This design comes from an exercise in tuning for small area, a short achievable clock period and few clock cycles on the open sky130 flow, not from production work.
In this exercise RTL edits were held to simulation tests only and were not proved equivalent to the original.
Power is estimated from default activity; no workload was simulated.

===== flow/design.v =====
package icache_pkg;
   localparam int ADDR_W         = 32;
   localparam int FETCH_W        = 64;    
   localparam int MEM_W          = 32;    
   localparam int WORDS_PER_LINE = 2;
   localparam int BEATS_PER_LINE = FETCH_W / MEM_W * WORDS_PER_LINE;
   localparam int LINE_W         = FETCH_W * WORDS_PER_LINE;
   localparam int ID_W           = 8;
   localparam int BYTE_OFF_W = $clog2(FETCH_W / 8);
   localparam int WORD_SEL_W = $clog2(WORDS_PER_LINE);
   localparam int LINE_OFF_W = BYTE_OFF_W + WORD_SEL_W;    
   typedef union packed {
      logic [BEATS_PER_LINE-1:0][MEM_W-1:0]   beats;
      logic [WORDS_PER_LINE-1:0][FETCH_W-1:0] words;
   } line_u;
endpackage
`timescale 1ns/10ps
module icache_top
(
   input  logic                             clk,
   input  logic                             rst_n,
   input  logic                             fetch_req_i,
   input  logic [icache_pkg::ADDR_W-1:0]    fetch_addr_i,
   input  logic [icache_pkg::ID_W-1:0]      fetch_id_i,
   output logic                             fetch_grant_o,
   output logic                             fetch_r_valid_o,
   output logic [icache_pkg::FETCH_W-1:0]   fetch_r_data_o,
   output logic [icache_pkg::ID_W-1:0]      fetch_r_id_o,
   output logic                             mem_ar_valid_o,
   input  logic                             mem_ar_ready_i,
   output logic [icache_pkg::ADDR_W-1:0]    mem_ar_addr_o,
   output logic [7:0]                       mem_ar_len_o,
   input  logic                             mem_r_valid_i,
   output logic                             mem_r_ready_o,
   input  logic [icache_pkg::MEM_W-1:0]     mem_r_data_i,
   input  logic                             mem_r_last_i,
   input  logic                             ctrl_enable_req_i,
   output logic                             ctrl_enable_ack_o,
   input  logic                             ctrl_disable_req_i,
   output logic                             ctrl_disable_ack_o,
   input  logic                             ctrl_flush_req_i,
   output logic                             ctrl_flush_ack_o,
   output logic                             ctrl_pending_o
);
   localparam int QD  = 8;               
   localparam int QW  = $clog2(QD);
   localparam int MD  = 2;               
   localparam int MW  = $clog2(MD + 1);
   logic            enabled_q;
   logic            rdy_q;               
   logic            idle_q;              
   logic            s1_valid_q;
   logic [31:3]     s1_addr_q;
   logic [7:0]      s1_id_q;
   logic [15:0]     s1_soh_q;            
   logic [23:0]     s1_t0_q, s1_t1_q;    
   logic [1:0]      s1_v_q;
   logic            s1_rr_q;
   logic [23:0]     tags_q  [16][2];
   logic [1:0]      valid_q [16];
   logic            rr_q    [16];
   logic [63:0]     data_q  [64];
   logic [7:0]      q_id    [QD];
   logic            q_miss  [QD];
   logic [3:0]      q_set   [QD];
   logic            q_way   [QD];
   logic            q_word  [QD];
   logic [QW-1:0]   q_head_q, q_tail_q;
   logic [QW:0]     q_cnt_q;
   logic            hd_miss_q;
   logic [3:0]      hd_set_q;
   logic            hd_way_q, hd_word_q;
   logic [63:0]     hd_oh_q;
   logic [31:3]     m_addr  [MD];
   logic            m_byp   [MD];
   logic            m_way   [MD];
   logic            m_hold  [MD];
   logic [MW-1:0]   m_cnt_q;
   logic            ar_valid_q;
   logic            r_ready_q;
   logic            pend_q;
   logic            b_act_q;
   logic            b_byp_q;
   logic            b_hold_q;
   logic [3:0]      b_set_q;
   logic            b_way_q;
   logic [1:0]      b_beat_q;
   logic            b_ans_q;             
   logic [QW:0]     lines_q;             
   logic            r_valid_q;
   logic [7:0]      r_id_q;
   logic [63:0]     r_data_q;
   logic grant;
   assign grant              = fetch_req_i & rdy_q;
   assign fetch_grant_o      = grant;
   assign ctrl_enable_ack_o  = ctrl_enable_req_i & idle_q;
   assign ctrl_disable_ack_o = ctrl_disable_req_i & idle_q;
   assign ctrl_flush_ack_o   = ctrl_flush_req_i & idle_q;
   assign ctrl_pending_o     = pend_q;
   logic [3:0]  s1_set;
   logic [23:0] s1_tag;
   logic        h0, h1, hit, victim, way;
   logic        do_fill;             
   logic        push_m;              
   logic        conflict;
   assign s1_set = s1_addr_q[7:4];
   assign s1_tag = s1_addr_q[31:8];
   assign h0      = s1_v_q[0] & (s1_t0_q == s1_tag);
   assign h1      = s1_v_q[1] & (s1_t1_q == s1_tag);
   assign hit     = h0 | h1;
   assign victim  = ~s1_v_q[0] ? 1'b0 : ~s1_v_q[1] ? 1'b1 : s1_rr_q;
   assign way     = hit ? h1 : victim;
   assign do_fill = s1_valid_q & enabled_q & ~hit;
   assign push_m  = s1_valid_q & ~(enabled_q & hit);
   always_comb
   begin
      conflict = 1'b0;
      for (int i = 0; i < QD; i++)
         if (QW'(i - int'(q_head_q)) < q_cnt_q &&
             q_set[i] == s1_set && q_way[i] == victim)
            conflict = 1'b1;
   end
   logic [15:0] g_soh;
   logic [23:0] g_t0, g_t1;
   logic [1:0]  g_v;
   logic        g_rr, g_fw;
   always_comb
   begin
      g_soh = 16'(1) << fetch_addr_i[7:4];
      g_t0  = '0;
      g_t1  = '0;
      g_v   = '0;
      g_rr  = 1'b0;
      for (int s = 0; s < 16; s++)
      begin
         g_t0 = g_t0 | (tags_q[s][0] & {24{g_soh[s]}});
         g_t1 = g_t1 | (tags_q[s][1] & {24{g_soh[s]}});
         g_v  = g_v  | (valid_q[s]   & {2{g_soh[s]}});
         g_rr = g_rr | (rr_q[s] & g_soh[s]);
      end
   end
   assign g_fw = do_fill & (fetch_addr_i[7:4] == s1_set);
   logic        ar_hs, beat_ok, last_ok;
   logic        head_valid;
   assign head_valid = q_cnt_q != '0;
   assign mem_ar_valid_o = ar_valid_q;
   assign mem_ar_addr_o  = {m_addr[0], 3'b000};
   assign mem_ar_len_o   = {6'd0, ~m_byp[0], 1'b1};
   assign mem_r_ready_o  = r_ready_q;
   assign ar_hs   = ar_valid_q & mem_ar_ready_i;
   assign beat_ok = r_ready_q & mem_r_valid_i;
   assign last_ok = beat_ok & mem_r_last_i;
   logic        pop_arr, pop_cap, pop_byp, pop;
   logic        match, word_pend, miss_pend, ans_now;
   logic [63:0] rd_word;
   assign match     = r_ready_q & ~b_byp_q & ~(hd_miss_q & b_ans_q) &
                      (b_set_q == hd_set_q) & (b_way_q == hd_way_q);
   assign word_pend = match & (hd_word_q | ~b_beat_q[1]);
   assign miss_pend = hd_miss_q & (lines_q == '0);
   assign pop_cap   = head_valid & enabled_q & word_pend & beat_ok &
                      (b_beat_q == {hd_word_q, 1'b1});
   assign pop_arr   = head_valid & enabled_q & ~word_pend & (~miss_pend | match);
   assign pop_byp   = beat_ok & b_byp_q & (b_beat_q == 2'd1);
   assign pop       = pop_arr | pop_cap | pop_byp;
   assign ans_now   = (pop_arr | pop_cap) & miss_pend;
   always_comb
   begin
      rd_word = '0;
      for (int e = 0; e < 64; e++)
         rd_word = rd_word | (data_q[e] & {64{hd_oh_q[e]}});
   end
   assign fetch_r_valid_o = r_valid_q;
   assign fetch_r_id_o    = r_id_q;
   assign fetch_r_data_o  = r_data_q;
   logic [QW:0]   q_cnt_n;
   logic [MW-1:0] m_cnt_n;
   logic          s1_valid_n, b_act_n, b_hold_n;
   logic [MW-1:0] m_wr;
   logic [QW-1:0] q_head_n, q_head1;
   logic          nh_s1;              
   logic [5:0]    s_word, h1_word, nh_word;
   logic [63:0]   s_oh, h1_oh;
   assign q_cnt_n    = q_cnt_q + (QW+1)'(s1_valid_q) - (QW+1)'(pop);
   assign m_cnt_n    = m_cnt_q + MW'(push_m) - MW'(ar_hs);
   assign s1_valid_n = fetch_req_i & rdy_q;
   assign b_act_n    = ar_hs | (b_act_q & ~last_ok);
   assign m_wr       = m_cnt_q - MW'(ar_hs);
   assign b_hold_n   = ar_hs ? (m_hold[0] & ~m_byp[0])
                             : b_hold_q & ~(head_valid & hd_miss_q & (lines_q == '0));
   assign q_head_n   = q_head_q + QW'(pop);
   assign q_head1    = q_head_q + 1'b1;
   logic          q_room0, q_room1, m_room0, m_room1;
   logic [QW+1:0] q_need;
   logic [MW:0]   m_need;
   assign q_need  = (QW+2)'(q_cnt_q) + (QW+2)'(s1_valid_q) + (QW+2)'(s1_valid_n);
   assign m_need  = (MW+1)'(m_cnt_q) + (MW+1)'(s1_valid_n) - (MW+1)'(ar_hs);
   assign q_room0 = q_need <= (QW+2)'(QD - 1);
   assign q_room1 = q_need <= (QW+2)'(QD);
   assign m_room0 = m_need <= (MW+1)'(MD - 1);
   assign m_room1 = m_need <= (MW+1)'(MD - 2);
   assign nh_s1      = q_cnt_q == (QW+1)'(pop);
   assign s_word     = {way, s1_set, s1_addr_q[3]};
   assign h1_word    = {q_way[q_head1], q_set[q_head1], q_word[q_head1]};
   assign s_oh       = 64'(1) << s_word;
   assign h1_oh      = 64'(1) << h1_word;
   assign nh_word    = nh_s1 ? s_word : pop ? h1_word
                                            : {hd_way_q, hd_set_q, hd_word_q};
   always_ff @(posedge clk or negedge rst_n)
   begin
      if (!rst_n)
      begin
         enabled_q  <= 1'b0;
         rdy_q      <= 1'b0;
         idle_q     <= 1'b0;
         s1_valid_q <= 1'b0;
         q_head_q   <= '0;
         q_tail_q   <= '0;
         q_cnt_q    <= '0;
         ar_valid_q <= 1'b0;
         r_ready_q  <= 1'b0;
         pend_q     <= 1'b0;
         b_hold_q   <= 1'b0;
         m_cnt_q    <= '0;
         b_act_q    <= 1'b0;
         b_beat_q   <= '0;
         b_ans_q    <= 1'b0;
         lines_q    <= '0;
         r_valid_q  <= 1'b0;
         for (int s = 0; s < 16; s++)
         begin
            valid_q[s] <= '0;
            rr_q[s]    <= 1'b0;
         end
      end
      else
      begin
         if (ctrl_enable_ack_o)
            enabled_q <= 1'b1;
         else if (ctrl_disable_ack_o)
            enabled_q <= 1'b0;
         s1_valid_q <= s1_valid_n;
         rdy_q  <= (pop ? q_room1 : q_room0) & (push_m ? m_room1 : m_room0);
         idle_q <= ~s1_valid_n & ~s1_valid_q & (q_cnt_q == '0) & (m_cnt_q == '0) &
                   ~b_act_q;
         if (s1_valid_q)
            q_tail_q <= q_tail_q + 1'b1;
         q_head_q <= q_head_n;
         q_cnt_q  <= q_cnt_n;
         m_cnt_q    <= m_cnt_n;
         ar_valid_q <= (m_cnt_n != '0) & ~b_act_n;
         r_ready_q  <= b_act_n & ~b_hold_n;
         pend_q     <= s1_valid_n | (q_cnt_n != '0) | pop;
         b_hold_q   <= b_hold_n;
         b_act_q <= b_act_n;
         if (ar_hs)
            b_beat_q <= '0;
         else if (beat_ok)
            b_beat_q <= b_beat_q + 1'b1;
         lines_q <= lines_q + (QW+1)'(last_ok & ~b_byp_q & ~b_ans_q & ~ans_now)
                            - (QW+1)'((pop_arr | pop_cap) & hd_miss_q & ~miss_pend);
         if (ar_hs)
            b_ans_q <= 1'b0;
         else if (ans_now)
            b_ans_q <= 1'b1;
         r_valid_q <= pop;
         for (int s = 0; s < 16; s++)
         begin
            if (ctrl_flush_ack_o)
               valid_q[s] <= '0;
            else if (do_fill & s1_soh_q[s])
            begin
               valid_q[s][victim] <= 1'b1;
               rr_q[s]            <= ~rr_q[s];
            end
         end
      end
   end
   always_ff @(posedge clk)
   begin
      s1_addr_q <= fetch_addr_i[31:3];
      s1_id_q   <= fetch_id_i;
      s1_soh_q  <= g_soh;
      s1_t0_q   <= (g_fw & ~victim) ? s1_tag : g_t0;
      s1_t1_q   <= (g_fw &  victim) ? s1_tag : g_t1;
      s1_v_q    <= g_v | (g_fw ? (victim ? 2'b10 : 2'b01) : 2'b00);
      s1_rr_q   <= g_rr ^ g_fw;
      for (int s = 0; s < 16; s++)
         if (do_fill & s1_soh_q[s])
            tags_q[s][victim] <= s1_tag;
      if (s1_valid_q)
      begin
         q_id[q_tail_q]   <= s1_id_q;
         q_miss[q_tail_q] <= ~hit;
         q_set[q_tail_q]  <= s1_set;
         q_way[q_tail_q]  <= way;
         q_word[q_tail_q] <= s1_addr_q[3];
      end
      hd_miss_q <= nh_s1 ? ~hit : pop ? q_miss[q_head1] : hd_miss_q;
      hd_set_q  <= nh_word[4:1];
      hd_way_q  <= nh_word[5];
      hd_word_q <= nh_word[0];
      hd_oh_q   <= nh_s1 ? s_oh : pop ? h1_oh : hd_oh_q;
      for (int i = 0; i < MD; i++)
      begin
         if (push_m && MW'(i) == m_wr)
         begin
            m_addr[i] <= {s1_addr_q[31:4], s1_addr_q[3] & ~enabled_q};
            m_byp[i]  <= ~enabled_q;
            m_way[i]  <= victim;
            m_hold[i] <= conflict;
         end
         else if (ar_hs && i < MD - 1)
         begin
            m_addr[i] <= m_addr[i+1];
            m_byp[i]  <= m_byp[i+1];
            m_way[i]  <= m_way[i+1];
            m_hold[i] <= m_hold[i+1];
         end
      end
      if (ar_hs)
      begin
         b_byp_q  <= m_byp[0];
         b_set_q  <= m_addr[0][7:4];
         b_way_q  <= m_way[0];
      end
      for (int e = 0; e < 64; e++)
      begin
         if (beat_ok & ~b_byp_q & ({b_way_q, b_set_q, b_beat_q[1]} == 6'(e)))
         begin
            if (b_beat_q[0])
               data_q[e][63:32] <= mem_r_data_i;
            else
               data_q[e][31:0]  <= mem_r_data_i;
         end
      end
      r_id_q <= q_id[q_head_q];
      if (enabled_q)
         r_data_q[31:0] <= rd_word[31:0];
      else if (beat_ok & ~b_beat_q[0])
         r_data_q[31:0] <= mem_r_data_i;
      r_data_q[63:32] <= (pop_cap | ~enabled_q) ? mem_r_data_i : rd_word[63:32];
   end
endmodule

===== flow/run.sh =====
#!/bin/bash
# synth_recipe.tcl (not shown) runs the flow's synth.tcl, then flattens the netlist and writes it again
# the make line also repeats each setting of config.mk as NAME=value (left out here)
make -C /OpenROAD-flow-scripts/flow DESIGN_CONFIG=/design/flow/config.mk WORK_HOME=/design/flow/orfs CLKGATE_MAP_FILE= SYNTH_SCRIPT=/design/flow/synth_recipe.tcl finish

===== flow/config.mk =====
export PLATFORM = sky130hd
export DESIGN_NAME = icache_top
export DESIGN_NICKNAME = icache_top
export VERILOG_FILES = /design/flow/design.v
export SDC_FILE = /design/flow/constraint.sdc
export NUM_CORES = 4
export LEC_CHECK = 0
export CAP_MARGIN = 20
export CORE_MARGIN = 2
export CORE_UTILIZATION = 40
export SETUP_SLACK_MARGIN = 4.8
export SLEW_MARGIN = 20

===== flow/constraint.sdc =====
create_clock -name core_clock -period 8.0 [get_ports {clk}]
set_input_delay 1.6000 -clock core_clock [delete_from_list [all_inputs] [get_ports {clk}]]
set_output_delay 1.6000 -clock core_clock [all_outputs]
set_load 0.01 [all_outputs]

==> impl_metrics.py, run 1 <==
metrics = {
    "synthesis": {
        "synth_edf_count": 5157,
        "synth-compound-area-share_pct": 10.82,
        "yosys.area_share.adder_pct": 0.2795,
        "synth_warnings": 8,
        "ys_types": 69,
        "ys.flop_type": "edfxtp_1",
        "async_flop_share_pct": 1.432,
        "synthXorXnorAreaFrac_pct": 0.5636,
        "synthMuxAreaShare_pct": 1.233,
        "synth-seq-cells": 5378,
        "synth_area_sq_um": 194300,
        "synth_top_family_by_area": "compound AO/OA/AOI/OAI gates",
        "syn_inst": 10490,
        "synthSimpleGateAreaFrac_pct": 3.537,
        "avgSynthCellArea_sq_um": 18.52,
        "yosysSeqAreaShare_pct": 82.20,
    },
    "worst_setup_path": {
        "crit_path_max_fanout": 2,
        "critPathArrivalTime_ns": 2.02,
        "crit_required_ns": 6.40,
        "crit_path_start_kind": "input pin",
        "crit_type": "input pin to output pin",
        "rr_startpoint": "b_set_q[0]",
        "worst_setup_path_end_kind": "output pin",
        "crit_start": "ctrl_flush_req_i",
    },
    "layout": {
        "drive_gt1_share_pct": 19.35,
        "area_growth_pct": 18.63,
        "nets": 11560,
    },
    "routing": {
        "firstDrtPassIters": 9,
        "num_vias": 127200,
        "drt_iter0_drc": 27860,
        "routed_via_density": 6.934,
        "antenna_left": 0,
        "drc": 0,
        "wl_per_cell_um": 43.98,
        "wirelength_um": 806900,
    },
    "place": {
        "dp_worst_setup_slack_ns": 2.028,
        "port_buffers": 187,
        "hpwl_um": 420900,
        "place.gp.congestion": 0.8867,
    },
    "hold_path": {
        "hold_path.class": "register to register",
        "min-delay-start": "s1_soh_q[7]",
    },
    "grt": {
        "track_usage_pct": 31.70,
        "grt.overflow.total": 0,
        "grt_pass1_wl_um": 1053000,
        "antenna_found_initial": 54,
        "grt_max_degree": 93,
        "grt_pass1_vias": 117800,
    },
    "status": {
        "status": "timing/DRC/antenna clean",
    },
    "die": {
        "dieArea_sq_um": 491200,
        "row_count": 255,
        "initial_core_util_pct": 40.21,
        "die_h_um": 700.9,
        "io_pins": 201,
        "die_w_um": 700.9,
        "coreArea_sq_um": 483100,
    },
    "cts": {
        "htree_levels": 6,
        "cts_tree": "yes",
        "insertion_delay_ns": 1.13,
        "clkTransAtPathRegs_ns": 0.06,
        "cts.sinks": 5378,
        "ctsHoldBuffers": 0,
        "root_buffer": "clkbuf_16",
        "cts.path.max_buffers": 4,
        "cts_made_buffers": 556,
    },
    "timing": {
        "clock_skew_ns": 0.08758,
        "worst_slack_ns": 4.382,
        "fin_crit_ns": 3.618,
        "worst-slew-pin-transition_ns": 1.195,
        "slew_headroom_pct": 20.37,
        "drv_slew": 0,
        "finalHoldViolations": 0,
        "rsz0062_at_grt": "yes",
        "finalSetupTns_ns": 0,
        "fmax_mhz": 276.4,
        "fin_crit_sh_pct": 45.22,
        "finalSetupViolCount": 0,
    },
    "flow_run": {
        "cap_violations": 0,
    },
    "pwr": {
        "leakagePower_nw": 72.89,
        "finalPower_mw": 73.53,
        "power_density_nw_per_um2": 319.1,
        "ir_drop_uv": 388.1,
    },
}
## cell type report
cell class                      count  area (sq um)
Antenna cell                       42         105.1
Clock buffer                      737         14990
Clock inverter                    265          2544
Fill cell                       39600        252600
Inverter                           49         216.5
Multi-Input combinational cell   4453         34990
Sequential cell                  5378        159800
Tap cell                         6425          8039
Timing Repair Buffer              996          9794
## cells in the final DEF (no fill, tap or decap), types with 80 or more instances in the layout
cell / netlist / routed
dfxtp_1: 144 / 111
nand3_1: 216 / 202
clkbuf_16: 0 / 573
buf_6: 0 / 127
a221oi_1: 492 / 491
nand2_1: 200 / 164
nor2_4: 0 / 185
nand4_1: 308 / 308
buf_2: 21 / 80
edfxtp_1: 5157 / 5157
clkinv_1: 2 / 88
clkbuf_1: 406 / 157
a21oi_1: 129 / 120
buf_12: 3 / 111
buf_4: 10 / 600
a22o_1: 479 / 479
nor2_1: 458 / 220
a22oi_1: 1269 / 1269
clkinv_2: 0 / 82
## report_power, final
group	internal, mW	switching, mW	leakage [nW]	total (mW)
Combinational	4.57	11.5	15.7	16.0
Clock	14.2	11.2	8.54	25.4
Sequential	31.6	0.497	48.7	32.1
Total	50.3	23.2	72.9	73.5
## logic make-up after synthesis
family | count (synthesis)
flops | 5378
mux | 171
fa+ha+maj | 41
buf+inv | 676
other cells | 2
simple gates | 1418
xor+xnor | 125
compound gates | 2676
## sequential cells by signal, indices dropped and copies added (netlist names), 29 cells and up
| name | count |
|---|---|
| tags_q | 768 |
| m_addr | 58 |
| q_id | 64 |
| q_set | 32 |
| s1_addr_q | 29 |
| r_data_q | 64 |
| valid_q | 32 |
| data_q | 4096 |
| hd_oh_q | 64 |
## Yosys cell counts (45+ instances only)
master / instances / area (sq um)
edfxtp_1: 5157 / 154900
a22oi_1: 1269 / 9527
a221oi_1: 492 / 4309
a22o_1: 479 / 4195
nor2_1: 458 / 1719
clkbuf_1: 406 / 1524
nand4_1: 308 / 1927
nand3_1: 216 / 1081
nand2_1: 200 / 750.7
buf_1: 187 / 701.9
dfxtp_1: 144 / 2883
a21oi_1: 129 / 645.6
nor3_1: 84 / 420.4
dfrtp_1: 77 / 1927
nor4_1: 76 / 475.5
xnor2_1: 67 / 586.8
a222oi_1: 58 / 580.6
xor2_1: 58 / 508.0
mux2_2: 54 / 608.1
a31oi_1: 51 / 319.1
mux2i_1: 51 / 510.5
inv_1: 46 / 172.7
o21ai_0: 45 / 225.2
## repair_timing
action,CTS,global route
setup buffers,231,53
pin swaps,117,44
endpoints found under the setup margin,5358,1586
resized for setup,760,226
cloned,8,9
## routing by layer
layer  global-route usage, %  part of all wire, %  routed length [um]
met2                   46.30                   43              345200
met4                   19.82                  7.6               61520
met3                   10.65                   17              134100
met5                       0                0.040                 323
met1                   40.75                   33              265800
## critical path, stage by stage
cell     delay [ns]
buf_12         0.11
nand2_8        0.11
inv_8          0.07
buf_6          0.12
## final timing paths
kind | to | slack [ns] | depth (start not counted)
min in group asynchronous | valid_q[12][1] | 0.48 | 1
max in group asynchronous | b_beat_q[1] | 6.36 | 2
worst min-delay path | rr_q[7] | 0.47 | 2
worst min register to register | rr_q[7] | 0.47 | 2
worst max register to register | hd_oh_q[8] | 4.47 | 16
worst max-delay path | ctrl_flush_ack_o | 4.38 | 4
## stage by stage
step	hold WS (ns)	util [%]	area (sq um)	cells
floorplan	0.4003	-	195900	10500
global placement	0.4512	42.99	207600	16980
detailed placement	0.4525	43.10	208200	17000
CTS	0.4391	47.35	228700	18240
global route	0.4749	47.69	230400	18310
finish	0.4729	47.71	230400	18350
Testbench counts, summed over its fixed seeds: cycles 41,931.
==> run 2: changes to the inputs <==
==> flow/flow/run.sh (new file) <==
#!/bin/bash
set -e
cp standard.sh standard_sh_copy.log
export CTS_ARGS="-sink_clustering_enable -repair_clock_nets -dont_use_dummy_load"
bash standard.sh > standard.log 2>&1
==> flow/standard.sh (new file) <==
#!/bin/bash
# synth_recipe.tcl (not shown) runs the flow's synth.tcl, then flattens the netlist and writes it again
# the make line also repeats each setting of config.mk as NAME=value (left out here)
make -C /OpenROAD-flow-scripts/flow DESIGN_CONFIG=/design/flow/config.mk WORK_HOME=/design/flow/orfs CLKGATE_MAP_FILE= SYNTH_SCRIPT=/design/flow/synth_recipe.tcl "${@:-finish}"
--- a/flow/config.mk
+++ b/flow/config.mk
@@ -8,5 +8,5 @@
 export CAP_MARGIN = 20
 export CORE_MARGIN = 2
 export CORE_UTILIZATION = 40
-export SETUP_SLACK_MARGIN = 4.8
+export SETUP_SLACK_MARGIN = 4.6
 export SLEW_MARGIN = 20
removed: flow/run.sh
==> run 2 against run 1 <==
Against the previous run: sequential power about the same; non-clock buffer count decreased by 68; area after synthesis unchanged; register-to-register slack got worse by 0.11 ns; utilization decreased by 1.0 points; critical endpoint is now hd_oh_q[16]; largest power group unchanged; sequential share of layout area increased by 1.5 points; hold slack got worse by 0.15 ns; clock-buffer cell count decreased by 183; die area unchanged; combinational power decreased by 4%.
==> impl_metrics.py, run 2 <==
metrics = {
    "synthesis": {
        "synth-seq-cells": 5378,
        "ys_types": 69,
        "synth_common_cells": "edfxtp_1, a22oi_1, a221oi_1, a22o_1, nor2_1",
        "synthTopCellsByArea": "edfxtp_1, a22oi_1, a221oi_1",
        "ys.flop_type": "edfxtp_1",
        "synth_edf_count": 5157,
        "synth_top_area_share_pct": 79.72,
        "synth_area_sq_um": 194300,
        "synth_warnings": 8,
        "avgSynthCellArea_sq_um": 18.52,
        "syn_inst": 10490,
        "async_flop_share_pct": 1.432,
        "yosysSeqAreaShare_pct": 82.20,
        "synth_most_common_cell": "edfxtp_1",
        "synth_largest_area_cell": "edfxtp_1",
    },
    "routing": {
        "wl_per_cell_um": 44.94,
        "drc": 0,
        "firstDrtPassIters": 6,
        "antenna_left": 0,
        "drt_iter0_drc": 28070,
        "routed_via_density": 7.061,
        "num_vias": 125900,
        "wirelength_um": 801100,
    },
    "timing": {
        "fin_crit_ns": 3.637,
        "drv_slew": 0,
        "fin_crit_sh_pct": 45.46,
        "fmax_mhz": 275.0,
        "worst-slew-pin-transition_ns": 1.242,
        "finalHoldViolations": 0,
        "finalSetupViolCount": 0,
        "rsz0062_at_grt": "yes",
        "fin_hold_ws_ns": 0.3195,
        "slew_headroom_pct": 17.19,
        "clock_skew_ns": 0.1619,
        "finalSetupTns_ns": 0,
    },
    "die": {
        "dieArea_sq_um": 491200,
        "initial_core_util_pct": 40.21,
        "io_pins": 201,
        "row_count": 255,
        "die_h_um": 700.9,
        "coreArea_sq_um": 483100,
        "die_w_um": 700.9,
    },
    "layout": {
        "final_cell_area_sq_um": 225600,
        "layout_commonest_cell": "edfxtp_1",
        "largest_reg_flops": 4096,
        "largest_register": "data_q",
        "reg_top3": "data_q x4096, tags_q x768",
        "drive_gt1_share_pct": 16.45,
        "final_cell_mix": "edfxtp_1, a22oi_1, buf_4",
        "seq_area_sq_um": 159700,
        "nets": 11480,
        "area_growth_pct": 16.13,
        "nFillCells": 40070,
        "multiInputGateArea_sq_um": 34390,
        "fin_util_pct": 46.70,
    },
    "pwr": {
        "power_density_nw_per_um2": 308.0,
        "power.share.combinational_pct": 22.1,
        "ir_drop_uv": 362.4,
        "internal_power_mw": 47.95,
        "swShare_pct": 30.98,
        "seq_power_share_pct": 46.2,
        "p_clk_share_pct": 31.7,
        "switching_power_mw": 21.52,
        "leakagePower_nw": 70.61,
    },
    "grt": {
        "track_usage_pct": 31.59,
        "grt_max_degree": 94,
        "grt.overflow.total": 0,
        "antenna_found_initial": 58,
        "grt_pass1_vias": 117500,
        "grt_pass1_wl_um": 1049000,
    },
    "worst_setup_path": {
        "worst_setup_path_end_kind": "register",
        "crit_path_max_fanout": 5,
        "crit_type": "register to register",
        "path_cells": "buf_6 -> xor2_4 -> a2111oi_4 -> and4b_1 -> nor4_4 -> a31oi_4 -> inv_2 -> ha_4 -> nand3_4 -> buf_6 -> buf_6 -> a31oi_4 -> nor2b_4 -> nand2_2 -> nor2_1",
        "path_delay_family": "simple AND/OR/NAND/NOR gates",
        "max_stage_delay_ns": 0.42,
        "path_buf_inv": 4,
        "critPathArrivalTime_ns": 4.51,
        "crit_path_start_kind": "register",
        "crit_required_ns": 8.87,
        "slowest_stage": "a2111oi_4",
        "cpMostUsedCell": "buf_6",
    },
    "place": {
        "hpwl_um": 415600,
        "place.gp.congestion": 0.8731,
        "port_buffers": 187,
        "placed_cell_area_sq_um": 208200,
    },
    "cts": {
        "cts.path.max_buffers": 4,
        "cts_made_buffers": 554,
        "cts_tree": "yes",
        "cts.sinks": 5378,
        "root_buffer": "clkbuf_16",
        "htree_levels": 6,
        "clkTransAtPathRegs_ns": 0.05,
        "insertion_delay_ns": 1.09,
    },
    "status": {
        "status": "timing/DRC/antenna clean",
    },
    "hold_path": {
        "hold_path.class": "input pin to async pin",
    },
    "flow_run": {
        "cap_violations": 0,
    },
}
-- run 2: changes by cell type in the layout (fill, tap and decap cells not counted), moves of 27 or more --
cell	delta
clkbuf_1	-157
clkinv_1	-87
clkinv_2	-82
buf_2	-75
dlygate4sd2_1	+59
buf_6	-51
clkdlybuf4s15_1	+29
buf_4	-27
bufinv_16	-27
-- run 2: power by group through the flow --
| stage | clock network (mW) | registers [mW] | logic, mW |
|---|---|---|---|
| after floorplan | 0 | 32.5 | 6.52 |
| after global placement | 0 | 32.7 | 13.3 |
| after detailed placement | 0 | 32.7 | 13.4 |
| after CTS | 22.0 | 32.1 | 14.2 |
| after global routing | 23.0 | 32.1 | 15.3 |
| final | 22.0 | 32.1 | 15.3 |
-- run 2: final timing paths --
kind,startpoint,to,slack [ns],cells past startpoint
setup / recovery,b_set_q[0],hd_oh_q[16],4.36,15
hold / removal,rst_n,valid_q[15][1],0.32,1
setup reg to reg,b_set_q[0],hd_oh_q[16],4.36,15
hold reg to reg,s1_soh_q[7],rr_q[7],0.38,2
max in group asynchronous,rst_n,valid_q[5][0],6.60,3
min in group core_clock,s1_soh_q[7],rr_q[7],0.38,2
-- run 2: kinds of logic after synthesis --
logic type,count (synthesis),share of synthesized area (%)
fa+ha+maj,41,0.2795
flops,5378,82.20
simple gates,1418,3.537
buf+inv,676,1.364
compound gates,2676,10.82
mux,171,1.233
xor+xnor,125,0.5636
other cells,2,0.003866
-- run 2: what timing repair did --
item                       4_1_cts  5_1_grt
hold buffers                     0        0
setup buffers                  173       42
cloned                           9        1
resized for setup              375      148
pin swaps                       91       38
setup endpoints to repair     4538     1303
-- run 2: metrics by stage --
stage / total power [mW] / setup WS, ns / instances
after floorplan: 39.00 / 3.990 / 10500
after global placement: 46.01 / 1.926 / 16980
after detailed placement: 46.11 / 2.046 / 17000
after CTS: 68.26 / 3.939 / 17740
after global routing: 70.37 / 4.304 / 17790
final: 69.47 / 4.363 / 17830
-- run 2: layout make-up --
type | count | share of cell area, %
flip-flops and latches | 5378 | 70.80
multi-input cells | 4449 | 15.24
clock buffers | 554 | 6.146
repair buffers | 928 | 4.105
well taps | 6425 | 3.564
inverters | 49 | 0.09041
diodes | 44 | 0.04881
-- run 2: routing by layer --
metal  track usage, %  up-vias  part of all wire [%]  wire length (um)
li1                 -    45290                     -                 -
met1            40.90    63820                    33            264800
met2            46.15    13640                    43            341300
met3            10.42     3110                    17            133900
met4            19.13       30                   7.5             60370
met5            1.088        -                 0.080               640
-- run 2: worst reg2reg max path, delay by kind of cell, from the launching register on --
kind / cells / cell delay (ns)
AOI/OAI and AO/OA: 3 / 1.02
xor gates and xnor gates: 1 / 0.16
adders and majority gates: 1 / 0.30
buffers and inverters: 4 / 0.58
DFF: 1 / 0.37
and+or+nand+nor: 6 / 1.09
==> run 3: changes to the inputs <==
--- a/flow/config.mk
+++ b/flow/config.mk
@@ -8,5 +8,5 @@
 export CAP_MARGIN = 20
 export CORE_MARGIN = 2
 export CORE_UTILIZATION = 40
-export SETUP_SLACK_MARGIN = 4.6
+export SETUP_SLACK_MARGIN = 4.8
 export SLEW_MARGIN = 20
==> run 3 against run 2 <==
Against the previous run: sequential share of layout area shrank 0.28 points; clock skew down 0.025 ns; utilization is 0.19 points higher; clock-buffer cell count is 2 higher; maximum frequency rose by 0.34%; total power is 0.68% higher; critical path depth grew 1; critical path type unchanged; critical endpoint is now hd_oh_q[9]; highest routed layer unchanged.
==> impl_metrics.py, run 3 <==
metrics = {
    "routing": {
        "drt_iter0_drc": 28180,
        "wl_per_cell_um": 45.14,
        "num_vias": 125900,
        "antenna_left": 0,
        "drc": 0,
        "routed_via_density": 7.043,
        "firstDrtPassIters": 8,
        "wirelength_um": 806900,
    },
    "grt": {
        "antenna_found_initial": 61,
        "grt_max_degree": 93,
        "grt.overflow.total": 0,
        "track_usage_pct": 31.68,
        "grt_pass1_vias": 116900,
        "grt_pass1_wl_um": 1051000,
    },
    "synthesis": {
        "ys.flop_type": "edfxtp_1",
        "synth_most_common_cell": "edfxtp_1",
        "synth_largest_area_cell": "edfxtp_1",
        "syn_inst": 10490,
        "avgSynthCellArea_sq_um": 18.52,
        "yosysSeqAreaShare_pct": 82.20,
        "ys_types": 69,
        "async_flop_share_pct": 1.432,
        "synth_top_area_share_pct": 79.72,
        "synth-seq-cells": 5378,
        "synth_edf_count": 5157,
        "synth_area_sq_um": 194300,
        "synthTopCellsByArea": "edfxtp_1, a22oi_1, a221oi_1",
        "synth_common_cells": "edfxtp_1, a22oi_1, a221oi_1, a22o_1, nor2_1",
        "synth_warnings": 8,
    },
    "cts": {
        "cts_tree": "yes",
        "clkTransAtPathRegs_ns": 0.06,
        "root_buffer": "clkbuf_16",
        "ctsHoldBuffers": 0,
        "cts_made_buffers": 556,
        "htree_levels": 6,
        "cts.sinks": 5378,
        "cts.path.max_buffers": 4,
        "insertion_delay_ns": 1.14,
    },
    "pwr": {
        "power.share.combinational_pct": 22.5,
        "finalPower_mw": 69.94,
        "p_clk_share_pct": 31.6,
        "internal_power_mw": 48.11,
        "swShare_pct": 31.21,
        "switching_power_mw": 21.83,
        "leakagePower_nw": 71.18,
        "ir_drop_uv": 353.9,
        "seq_power_share_pct": 45.9,
        "power_density_nw_per_um2": 308.8,
    },
    "die": {
        "row_count": 255,
        "initial_core_util_pct": 40.21,
        "die_h_um": 700.9,
        "io_pins": 201,
        "dieArea_sq_um": 491200,
        "coreArea_sq_um": 483100,
        "die_w_um": 700.9,
    },
    "hold_path": {
        "hold_path.class": "register to register",
        "hold_depth": 1,
    },
    "layout": {
        "area_growth_pct": 16.61,
        "largest_register": "data_q",
        "drive_gt1_share_pct": 18.13,
        "nets": 11540,
        "largest_reg_flops": 4096,
        "reg_top3": "data_q x4096, tags_q x768",
        "final_cell_mix": "edfxtp_1, a22oi_1, buf_4",
        "layout_commonest_cell": "edfxtp_1",
    },
    "worst_setup_path": {
        "crit_required_ns": 8.76,
        "reg2reg_depth": 16,
        "crit_path_start_kind": "register",
        "crit_path_max_fanout": 8,
        "critPathArrivalTime_ns": 4.39,
        "worst_setup_path_end_kind": "register",
        "crit_type": "register to register",
    },
    "timing": {
        "fmax_mhz": 275.9,
        "finalHoldViolations": 0,
        "worst-slew-pin-transition_ns": 1.202,
        "finalSetupViolCount": 0,
        "finalSetupTns_ns": 0,
        "fin_crit_sh_pct": 45.30,
        "slew_headroom_pct": 19.86,
        "clock_skew_ns": 0.1369,
        "fin_crit_ns": 3.624,
        "drv_slew": 0,
        "rsz0062_at_grt": "yes",
    },
    "status": {
        "status": "timing/DRC/antenna clean",
    },
    "place": {
        "place.gp.congestion": 0.8867,
        "port_buffers": 187,
        "hpwl_um": 420900,
    },
    "flow_run": {
        "cap_violations": 0,
    },
}
-- run 3: cell types whose count changed in the layout (fill, tap and decap cells not counted), moves of 13 or more --
cell,previous run,this run
clkdlybuf4s15_2,13,0
buf_2,5,82
clkdlybuf4s15_1,29,0
dlygate4sd2_1,59,0
buf_6,76,113
buf_4,573,590
-- run 3: what timing repair did --
action / 4_1_cts / 5_1_grt
setup buffers: 234 / 30
pin swaps: 125 / 41
setup endpoints to repair: 5359 / 1416
endpoints found under the hold margin: 0 / 0
gates resized for setup: 764 / 181
gates cloned: 8 / 9
-- run 3: final timing paths --
check | from | to | slack (ns)
max in group asynchronous | rst_n | b_beat_q[0] | 6.34
min reg2reg | rr_q[12] | rr_q[12] | 0.47
max reg2reg | b_set_q[3] | hd_oh_q[9] | 4.38
min | rr_q[12] | rr_q[12] | 0.47
min in group asynchronous | rst_n | valid_q[12][1] | 0.48
max | b_set_q[3] | hd_oh_q[9] | 4.38
-- run 3: worst max-delay path, stage by stage (launching register included) --
cell	delay, ns
edfxtp_1	0.48
xor2_2	0.20
nor4_4	0.36
and4b_1	0.30
nor4_4	0.07
a31oi_4	0.29
inv_2	0.10
ha_4	0.26
nand3_4	0.16
buf_6	0.14
inv_2	0.03
o211ai_1	0.06
buf_4	0.19
buf_6	0.11
a2bb2oi_4	0.27
buf_12	0.21
nor2_2	0.05
-- run 3: area by class of cell --
type / count / area, sq um
diodes: 37 / 92.59
clock buffers: 556 / 13910
fillers: 39840 / 256500
repair buffers: 977 / 9628
multi-input cells: 4452 / 34880
inverters: 49 / 210.2
well taps: 6425 / 8039
flip-flops and latches: 5378 / 159800
-- run 3: cells by family after synthesis --
logic type | count (synthesis) | share of synthesized area (%)
other cells | 2 | 0.003866
buf+inv | 676 | 1.364
fa+ha+maj | 41 | 0.2795
xor+xnor | 125 | 0.5636
mux | 171 | 1.233
flops | 5378 | 82.20
compound gates | 2676 | 10.82
simple gates | 1418 | 3.537
-- run 3: per-stage QoR --
stage	std cells	util [%]	hold slack (ns)	worst slack [ns]	instance area (sq um)
2_1_floorplan	10500	-	0.4003	3.990	195900
3_3_place_gp	16980	42.99	0.4512	2.016	207600
3_5_place_dp	17000	43.10	0.4525	2.028	208200
4_1_cts	17800	46.62	0.4231	4.363	225200
5_1_grt	17840	46.88	0.4750	4.354	226400
6_report	17870	46.89	0.4706	4.376	226500
-- run 3: power groups by stage --
| stage | registers (mW) | clock network, mW | logic [mW] |
|---|---|---|---|
| 2_1_floorplan | 32.5 | 0 | 6.56 |
| 3_3_place_gp | 32.7 | 0 | 13.3 |
| 3_5_place_dp | 32.7 | 0 | 13.4 |
| 4_1_cts | 32.1 | 22.1 | 14.2 |
| 5_1_grt | 32.1 | 23.1 | 15.6 |
| 6_report | 32.1 | 22.1 | 15.7 |
-- run 3: metal layers --
metal	vias to the layer above	wire [um]	global-route usage, %
met1	63730	264500	40.82
met2	13640	343200	46.57
met4	38	62130	19.17
met3	3058	136600	10.54
met5	-	358	0
li1	45430	-	-
==> run 4: changes to the inputs <==
--- a/flow/design.v
+++ b/flow/design.v
@@ -49,6 +49,7 @@
    logic            enabled_q;
    logic            rdy_q;               
    logic            idle_q;              
+   logic            flush_q;             
    logic            s1_valid_q;
    logic [31:3]     s1_addr_q;
    logic [7:0]      s1_id_q;
@@ -212,6 +213,7 @@
          enabled_q  <= 1'b0;
          rdy_q      <= 1'b0;
          idle_q     <= 1'b0;
+         flush_q    <= 1'b0;
          s1_valid_q <= 1'b0;
          q_head_q   <= '0;
          q_tail_q   <= '0;
@@ -239,7 +241,9 @@
          else if (ctrl_disable_ack_o)
             enabled_q <= 1'b0;
          s1_valid_q <= s1_valid_n;
-         rdy_q  <= (pop ? q_room1 : q_room0) & (push_m ? m_room1 : m_room0);
+         rdy_q  <= (pop ? q_room1 : q_room0) & (push_m ? m_room1 : m_room0) &
+                   ~ctrl_flush_ack_o;
+         flush_q <= ctrl_flush_ack_o;
          idle_q <= ~s1_valid_n & ~s1_valid_q & (q_cnt_q == '0) & (m_cnt_q == '0) &
                    ~b_act_q;
          if (s1_valid_q)
@@ -265,7 +269,7 @@
          r_valid_q <= pop;
          for (int s = 0; s < 16; s++)
          begin
-            if (ctrl_flush_ack_o)
+            if (flush_q)
                valid_q[s] <= '0;
             else if (do_fill & s1_soh_q[s])
             begin
--- a/flow/config.mk
+++ b/flow/config.mk
@@ -8,5 +8,5 @@
 export CAP_MARGIN = 20
 export CORE_MARGIN = 2
 export CORE_UTILIZATION = 40
-export SETUP_SLACK_MARGIN = 4.8
+export SETUP_SLACK_MARGIN = 4.6
 export SLEW_MARGIN = 20
==> run 4 against run 3 <==
Against the previous run: register-to-register slack got worse by 0.07 ns; global-route usage increased by 0.47 points; hold slack worse by 0.054 ns; routed wire length increased by 1.3%; total power increased by 0.60%; utilization decreased by 0.18 points; final area increased by 0.21%; final cell count up 0.18%; clock-buffer cell count rose by 2; maximum frequency down 1.8%; setup slack got worse by 0.067 ns; critical path type unchanged.
==> impl_metrics.py, run 4 <==
metrics = {
    "status": {
        "status": "timing/DRC/antenna clean",
    },
    "place": {
        "dp_worst_setup_slack_ns": 2.116,
        "place.gp.congestion": 0.8804,
        "hpwl_um": 423500,
        "port_buffers": 187,
        "placed_cell_area_sq_um": 208600,
    },
    "timing": {
        "rsz0062_at_grt": "yes",
        "fin_crit_sh_pct": 46.14,
        "worst-slew-pin-transition_ns": 1.248,
        "fin_hold_ws_ns": 0.4164,
        "fmax_mhz": 270.9,
        "finalSetupViolCount": 0,
        "clock_skew_ns": 0.1480,
        "drv_slew": 0,
        "worst_slack_ns": 4.308,
        "fin_crit_ns": 3.692,
        "slew_headroom_pct": 16.77,
        "finalSetupTns_ns": 0,
        "finalHoldViolations": 0,
    },
    "layout": {
        "nets": 11540,
        "nFillCells": 40080,
        "fin_util_pct": 46.72,
        "area_growth_pct": 16.44,
        "largest_register": "data_q",
        "drive_gt1_share_pct": 16.71,
        "layout_commonest_cell": "edfxtp_1",
        "largest_reg_flops": 4096,
        "final_cell_area_sq_um": 227000,
        "reg_top3": "data_q x4096, tags_q x768",
        "final_cell_mix": "edfxtp_1, a22oi_1, buf_4",
    },
    "routing": {
        "routed_via_density": 7.082,
        "wl_per_cell_um": 45.64,
        "antenna_left": 0,
        "drc": 0,
        "num_vias": 126800,
        "drt_iter0_drc": 29380,
        "firstDrtPassIters": 10,
        "wirelength_um": 817200,
    },
    "pwr": {
        "leakagePower_nw": 70.98,
        "ir_drop_uv": 367.1,
        "power_density_nw_per_um2": 310.0,
    },
    "synthesis": {
        "synth_top_area_share_pct": 79.44,
        "synth_largest_area_cell": "edfxtp_1",
        "synth_area_sq_um": 194900,
        "synth-seq-cells": 5379,
        "synth_most_common_cell": "edfxtp_1",
        "synth_warnings": 8,
        "synthTopCellsByArea": "edfxtp_1, a22oi_1, a221oi_1",
        "async_flop_share_pct": 1.450,
        "synth_common_cells": "edfxtp_1, a22oi_1, a221oi_1, a22o_1, clkbuf_1",
        "syn_inst": 10520,
        "avgSynthCellArea_sq_um": 18.53,
        "yosysSeqAreaShare_pct": 81.92,
        "ys.flop_type": "edfxtp_1",
        "synth_edf_count": 5157,
        "ys_types": 78,
    },
    "die": {
        "io_pins": 201,
        "row_count": 256,
        "coreArea_sq_um": 485900,
        "initial_core_util_pct": 40.12,
        "die_w_um": 702.1,
        "dieArea_sq_um": 493000,
        "die_h_um": 702.1,
    },
    "worst_setup_path": {
        "crit_start": "b_byp_q",
        "crit_path_start_kind": "register",
        "slowest_stage": "or4_4",
        "path_cells": "nor2b_4 -> nand4_1 -> or4_4 -> mux2_4 -> nor2b_4 -> inv_2 -> ha_4 -> nand3b_1 -> buf_4 -> nand2_4 -> o22a_1 -> buf_4 -> a31oi_2 -> a41oi_4 -> buf_12 -> buf_12 -> nor2_1",
        "max_stage_delay_ns": 0.52,
        "endpoint": "hd_oh_q[15]",
        "r2r-end": "hd_oh_q[15]",
        "critPathArrivalTime_ns": 4.56,
        "crit_type": "register to register",
        "ff2ff_setup_slack_ns": 4.31,
        "crit_required_ns": 8.87,
        "reg2reg_depth": 17,
        "rr_startpoint": "b_byp_q",
        "crit_path_max_fanout": 8,
        "worst_setup_path_end_kind": "register",
    },
    "grt": {
        "antenna_found_initial": 60,
        "grt.overflow.total": 0,
        "grt_pass1_vias": 118600,
        "track_usage_pct": 32.15,
        "grt_pass1_wl_um": 1068000,
        "grt_max_degree": 131,
    },
    "cts": {
        "htree_levels": 6,
        "cts.path.max_buffers": 4,
        "cts_tree": "yes",
        "clkTransAtPathRegs_ns": 0.05,
        "cts_made_buffers": 558,
        "root_buffer": "clkbuf_16",
        "cts.sinks": 5379,
        "insertion_delay_ns": 1.12,
    },
    "hold_path": {
        "hold_path.class": "register to register",
    },
    "flow_run": {
        "cap_violations": 0,
    },
}
-- run 4: cell families after synthesis --
logic type	synth area share [%]
AOI/OAI and AO/OA	10.84
xor gates and xnor gates	0.5616
adders and majority gates	0.2785
buffers and inverters	1.461
DFF	81.92
and+or+nand+nor	3.567
other	0.003852
muxes	1.372
-- run 4: layer usage --
layer / share of wire, % / vias to the layer above / track usage [%] / wire length (um)
met3: 17 / 3199 / 10.48 / 135700
met2: 43 / 13730 / 47.55 / 351100
li1: - / 45630 / - / -
met5: 0.042 / - / 0 / 345
met4: 8.2 / 46 / 20.97 / 67200
met1: 32 / 64190 / 40.66 / 262900
-- run 4: through the flow --
stage / power [mW] / std cells
2_1_floorplan: 38.80 / 10530
3_3_place_gp: 45.96 / 17030
3_5_place_dp: 46.05 / 17050
4_1_cts: 68.98 / 17830
5_1_grt: 71.23 / 17880
6_report: 70.36 / 17910
-- run 4: area by class of cell --
| cell class | instances | area (sq um) | share of cell area (%) |
|---|---|---|---|
| well taps | 6450 | 8070 | 3.555 |
| repair buffers | 972 | 9958 | 4.387 |
| multi-input cells | 4436 | 34860 | 15.36 |
| flip-flops and latches | 5379 | 159800 | 70.38 |
| inverters | 75 | 301.5 | 0.1328 |
| diodes | 36 | 90.09 | 0.03969 |
| clock buffers | 558 | 13960 | 6.151 |
-- run 4: how the worst min path moves through the flow --
| stage | startpoint | to | slack, ns | cells past startpoint |
|---|---|---|---|---|
| after floorplan | m_way[0] | b_way_q | 0.40 | 0 |
| after global placement | m_way[0] | b_way_q | 0.43 | 0 |
| after detailed placement | m_way[0] | b_way_q | 0.40 | 0 |
| after CTS | m_way[0] | b_way_q | 0.42 | 0 |
| after global routing | m_way[0] | b_way_q | 0.45 | 0 |
| final | m_way[0] | b_way_q | 0.42 | 0 |
-- run 4: worst max-delay path, delay by kind of cell, from the launching register on --
kind	cells	cell delay [ns]
AOI/OAI and AO/OA	3	0.48
adders and majority gates	1	0.24
buffers and inverters	5	0.74
DFF	1	0.44
muxes	1	0.35
and+or+nand+nor	7	1.26
-- run 4: report_power, final --
group	internal (mW)	switching [mW]
Combinational	4.71	11.4
Sequential	31.6	0.487
Clock	12.2	10.0
Total	48.5	21.9
-- run 4: repair_timing --
| item | in CTS | in global routing |
|---|---|---|
| setup endpoints to repair | 4569 | 995 |
| cloned | 15 | 5 |
| buffers inserted | 205 | 38 |
| hold buffers | 0 | 0 |
| pin swaps | 104 | 28 |
| resized for setup | 551 | 99 |
| endpoints found under the hold margin | 0 | 0 |
Testbench counts of run 4, summed over its fixed seeds: cycles 41,931.

[separate check: timing with driven ports]
No port has a modelled driver above. Below, the same layouts with a new extraction and two added sets of constraints.
Step 1 sets driving cells, clkbuf_16 on the clock port and buf_2 on the other inputs (assumed; they add their load-dependent delay and slew).
Step 2 also shifts input and output timing later by t, the mid clock arrival at the registers, as if the neighbouring blocks saw the same clock.
Slacks: ideal ports / drivers / drivers and shift; pairs: ideal ports / drivers.
run | t, ns | setup slack, ns | worst setup path at the end | worst register clock-pin slew, ns
run 1 | 1.189 | 4.382 / 4.316 / 3.464 | input to register | 0.07 / 0.07
run 2 | 1.136 | 4.363 / 4.303 / 3.371 | input to register | 0.07 / 0.07
run 3 | 1.175 | 4.376 / 4.314 / 3.331 | input to register | 0.07 / 0.07
run 4 | 1.179 | 4.308 / 4.308 / 3.324 | input to register | 0.07 / 0.07
After both steps every run listed still meets setup and hold. For run 3, which loses most, drivers alone change the setup slack by -0.062 ns; drivers and shift together by -1.045 ns.
